From an optimization exercise on the open Yosys and OpenROAD flow, aimed at small area and a short achievable clock period; shortcuts taken in it are not production practice. Only simulation tests tie the RTL to the original design; equivalence was not proved.

## job 4730
// axis_fir_lowpass
module axis_fir_lowpass (
        input  logic               s00_axis_aclk,
        input  logic               rst_n,
        input  logic               s00_axis_tvalid,
        input  fir_pkg::bus_word_t s00_axis_tdata,
        input  logic               s00_axis_tlast,
        output logic               s00_axis_tready,
        input  logic               m00_axis_tready,
        output logic               m00_axis_tvalid,
        output fir_pkg::bus_word_t m00_axis_tdata,
        output logic               m00_axis_tlast
);
Size: roughly 2,700 cells after synthesis, ~140 I/O pins, about 40,000 µm² of cells after synthesis.
==> flow/config.mk <==
export PLATFORM = sky130hd
export DESIGN_NAME = axis_fir_lowpass
export DESIGN_NICKNAME = axis_fir_lowpass
export VERILOG_FILES = /design/flow/design.v
export SDC_FILE = /design/flow/constraint.sdc
export NUM_CORES = 4
export LEC_CHECK = 0
export ABC_CLOCK_PERIOD_IN_PS = 1500
export CAP_MARGIN = 20
export CORE_MARGIN = 2
export CORE_UTILIZATION = 70
export SLEW_MARGIN = 20
export SYNTH_HIERARCHICAL = 1
==> flow/constraint.sdc <==
create_clock -name core_clock -period 10.5 [get_ports {s00_axis_aclk}]
set_input_delay 2.1000 -clock core_clock [delete_from_list [all_inputs] [get_ports {s00_axis_aclk}]]
set_output_delay 2.1000 -clock core_clock [all_outputs]
set_load 0.01 [all_outputs]
standard.sh (not shown) runs the stock make flow with config.mk's settings and CLKGATE_MAP_FILE= SYNTH_SCRIPT=/design/flow/synth_recipe.tcl, a recipe that flattens the netlist after the stock synthesis.
==> flow/flow/run.sh <==
#!/bin/bash
set -euo pipefail
bash standard.sh SETUP_SLACK_MARGIN=5.7 "BUFFER_PORTS_ARGS=-buffer_cell sky130_fd_sc_hd__buf_1" finish > standard.log 2>&1
Job 4730: all stages complete, timing, DRC and antenna checks passed
Input-level comparison between job 8109 and job 4730:
--- a/flow/config.mk
+++ b/flow/config.mk
@@ -11,2 +11,3 @@
 export CORE_UTILIZATION = 70
+export CTS_BUF_LIST = sky130_fd_sc_hd__clkbuf_4 sky130_fd_sc_hd__clkbuf_8
 export SLEW_MARGIN = 20
### Flow results
- Per the final summary, job 8109 finished and its layout is clean on timing, DRC and antenna.
- Diff job 8109..job 4730 | final hold slack | negligible
- Post-layout instance area delta (job 4730 -> job 8109): insignificant
- Fmax | job 8109 vs job 4730 | job 8109 faster
- For sequential share of cell area, job 8109 and job 4730 come out practically identical.
#### Input delta (job 6166 over job 8109)
==> flow/flow/run.sh <==
#!/bin/bash
set -euo pipefail
bash standard.sh SETUP_SLACK_MARGIN=5.8 "BUFFER_PORTS_ARGS=-buffer_cell sky130_fd_sc_hd__buf_1" finish > standard.log 2>&1
--- a/flow/config.mk
+++ b/flow/config.mk
@@ -10,4 +10,3 @@
 export CORE_MARGIN = 2
-export CORE_UTILIZATION = 70
-export CTS_BUF_LIST = sky130_fd_sc_hd__clkbuf_4 sky130_fd_sc_hd__clkbuf_8
+export CORE_UTILIZATION = 75
 export SLEW_MARGIN = 20
## What came out
Between job 8109 and job 6166, the met3 usage in global routing figures differ only marginally.
Non-clock buffer total of the final layout: job 8109 and job 6166 compared, lower one is job 8109
Compared with job 8109, in job 6166 final design utilization went up, initial antenna violation count went down.
Job 8109 → job 6166: cell area after layout shows an increase of 260 µm².
diff inputs: job 6166 => job 2118
==> flow/flow/run.sh <==
#!/bin/bash
set -euo pipefail
bash standard.sh SETUP_SLACK_MARGIN=5.7 "BUFFER_PORTS_ARGS=-buffer_cell sky130_fd_sc_hd__buf_1" finish > standard.log 2>&1
--- a/flow/config.mk
+++ b/flow/config.mk
@@ -8,6 +8,7 @@
 export ABC_CLOCK_PERIOD_IN_PS = 1500
-export CAP_MARGIN = 20
+export CAP_MARGIN = 0
 export CORE_MARGIN = 2
-export CORE_UTILIZATION = 75
-export SLEW_MARGIN = 20
+export CORE_UTILIZATION = 70
+export SLEW_MARGIN = 0
 export SYNTH_HIERARCHICAL = 1
+export TNS_END_PERCENT = 0
Notes after the runs:
In the tables for job 2118 and job 6166, shortest period the worst path allows reads higher with job 2118.


Setup of v6:
axis_fir_lowpass, a different RTL version from the one above (not shown whole).
Size: ~540 flip-flops, about 140 I/O pins.
Settings: LEC_CHECK=0, ABC_CLOCK_PERIOD_IN_PS=1500, CAP_MARGIN=20, CORE_MARGIN=2, CORE_UTILIZATION=70, SLEW_MARGIN=20, SYNTH_HIERARCHICAL=1; clock period 10.5 ns.
==> flow/flow/run.sh <==
#!/bin/bash
set -euo pipefail
bash standard.sh SETUP_SLACK_MARGIN=5.7 "BUFFER_PORTS_ARGS=-buffer_cell sky130_fd_sc_hd__buf_1" finish > standard.log 2>&1
What v7 does differently from v6 at the input level:
==> flow/flow/run.sh <==
#!/bin/bash
set -euo pipefail
bash standard.sh SETUP_SLACK_MARGIN=6.0 "BUFFER_PORTS_ARGS=-buffer_cell sky130_fd_sc_hd__buf_1" finish > standard.log 2>&1
Notes after the runs:
Status: share of synthesized cell area in and, or, nand and nor gates parity (v6, v7). Where setup slack is concerned, v6 is better than v7. Sum of routed wire segments on met1: v7 higher than v6. Global-route usage for v7 is higher than for v6. v6 was smaller in final cell area than v7.


Another version of the RTL of axis_fir_lowpass (not shown whole).
Size in the first run: roughly 2,800 cells after synthesis, about 540 flip-flops, about 140 I/O pins, roughly 40,000 um2 of cells after synthesis.
## axis_fir_lowpass
module axis_fir_lowpass (
        input  logic               s00_axis_aclk,
        input  logic               rst_n,
        input  logic               s00_axis_tvalid,
        input  fir_pkg::bus_word_t s00_axis_tdata,
        input  logic               s00_axis_tlast,
        output logic               s00_axis_tready,
        input  logic               m00_axis_tready,
        output logic               m00_axis_tvalid,
        output fir_pkg::bus_word_t m00_axis_tdata,
        output logic               m00_axis_tlast
);
export LEC_CHECK = 0
export ABC_CLOCK_PERIOD_IN_PS = 1500
export CAP_MARGIN = 20
export CORE_MARGIN = 2
export CORE_UTILIZATION = 70
export SLEW_MARGIN = 20
export SYNTH_HIERARCHICAL = 1
create_clock -name core_clock -period 10.5 [get_ports {s00_axis_aclk}]
==> flow/flow/run.sh <==
#!/bin/bash
set -euo pipefail
bash standard.sh SETUP_SLACK_MARGIN=6.0 "BUFFER_PORTS_ARGS=-buffer_cell sky130_fd_sc_hd__buf_1" finish > standard.log 2>&1
The starting point finished clean.
Change:
==> flow/flow/run.sh (replaced) <==
#!/bin/bash
set -euo pipefail
bash standard.sh SETUP_SLACK_MARGIN=5.7 finish > standard.log 2>&1
--- a/flow/config.mk
+++ b/flow/config.mk
@@ -6,8 +6,7 @@
 export NUM_CORES = 4
 export LEC_CHECK = 0
-export ABC_CLOCK_PERIOD_IN_PS = 1500
 export CAP_MARGIN = 20
 export CORE_MARGIN = 2
-export CORE_UTILIZATION = 70
+export CORE_UTILIZATION = 60
 export SLEW_MARGIN = 20
 export SYNTH_HIERARCHICAL = 1
The changed run completed without violations.
Utilization goes down by 12 points.
Worst hold slack gets worse by 0.0045 ns.
Routed wire length goes down by 3.2%.
Cell area goes down by 0.66%.
Non-clock buffer count goes down by 90.
Change:
==> flow/flow/run.sh (replaced) <==
#!/bin/bash
set -euo pipefail
bash standard.sh SETUP_SLACK_MARGIN=5.7 "BUFFER_PORTS_ARGS=-buffer_cell sky130_fd_sc_hd__buf_1" finish > standard.log 2>&1
--- a/flow/config.mk
+++ b/flow/config.mk
@@ -6,7 +6,8 @@
 export NUM_CORES = 4
 export LEC_CHECK = 0
+export ABC_CLOCK_PERIOD_IN_PS = 1500
 export CAP_MARGIN = 20
 export CORE_MARGIN = 2
-export CORE_UTILIZATION = 60
+export CORE_UTILIZATION = 70
 export SLEW_MARGIN = 20
 export SYNTH_HIERARCHICAL = 1
Outcome:
- utilization went up by 9.1 points
- wire length shrinks by 1.3%
- clock skew grows by 0.0048 ns
- design area went down by 2.6%
- maximum frequency went up by 1.5%
- worst setup slack gains 0.072 ns
- register-to-register slack got worse by 0.02 ns
Change:
==> flow/run.sh (new file) <==
#!/bin/bash
# synth_recipe.tcl (not shown) runs the flow's synth.tcl, then flattens the netlist and writes it again
# the make line also repeats each setting of config.mk as NAME=value (left out here)
make -C /OpenROAD-flow-scripts/flow DESIGN_CONFIG=/design/flow/config.mk WORK_HOME=/design/flow/orfs CLKGATE_MAP_FILE= SYNTH_SCRIPT=/design/flow/synth_recipe.tcl finish
--- a/flow/config.mk
+++ b/flow/config.mk
@@ -6,8 +6,8 @@
 export NUM_CORES = 4
 export LEC_CHECK = 0
-export ABC_CLOCK_PERIOD_IN_PS = 1500
 export CAP_MARGIN = 20
 export CORE_MARGIN = 2
-export CORE_UTILIZATION = 70
+export CORE_UTILIZATION = 60
+export SETUP_SLACK_MARGIN = 5
 export SLEW_MARGIN = 20
 export SYNTH_HIERARCHICAL = 1
removed: flow/flow/run.sh
removed: flow/standard.sh
Outcome: Routed wire length grows slightly. Core utilization shrinks by 10 points. Sequential cell count stays the same. Synthesized area does not change. Sequential share of layout area shrinks by 0.44 points. First-iteration DRC count shrinks by a little under a tenth. Global-route usage shrinks by 3.8 points.

static timing again, ports no longer ideal:
No port has a modelled driver above. Below, the same layouts with a new extraction and two added sets of constraints.
Step 1 sets driving cells, clkbuf_16 on the clock port and buf_2 on the other inputs (assumed; they add their load-dependent delay and slew).
Step 2, shift: input delay + t, output delay - t, t = (earliest + latest rising clock arrival at the registers) / 2. This alone moves slack from input paths to output paths.
Slacks: ideal ports / drivers / drivers and shift; pairs: ideal ports / drivers.
run | shift t [ns] | setup slack, ns | clock arrival spread, ns
job 4730 | 0.679 | 5.742 / 5.740 / 5.060 | 0.020 / 0.021
job 8109 | 0.733 | 5.763 / 5.755 / 5.022 | 0.038 / 0.038
job 6166 | 0.663 | 5.803 / 5.816 / 5.153 | 0.030 / 0.029
job 2118 | 0.680 | 5.740 / 5.741 / 5.061 | 0.026 / 0.025
v6 | 0.675 | 5.783 / 5.787 / 5.150 | 0.018 / 0.017
v7 | 0.675 | 5.700 / 5.700 / 5.243 | 0.025 / 0.026
the first run of note 3 | 0.672 | 5.777 / 5.798 / 5.126 | 0.024 / 0.024
the second run of note 3 | 0.689 | 5.604 / 5.631 / 4.942 | 0.018 / 0.019
the third run of note 3 | 0.673 | 5.677 / 5.703 / 5.030 | 0.024 / 0.024
the fourth run of note 3 | 0.682 | 5.106 / 5.146 / 4.464 | 0.022 / 0.022
After both steps setup and hold are still met in every run listed. For job 8109, which loses most, drivers alone change the setup slack by -0.008 ns; drivers and shift together by -0.741 ns.
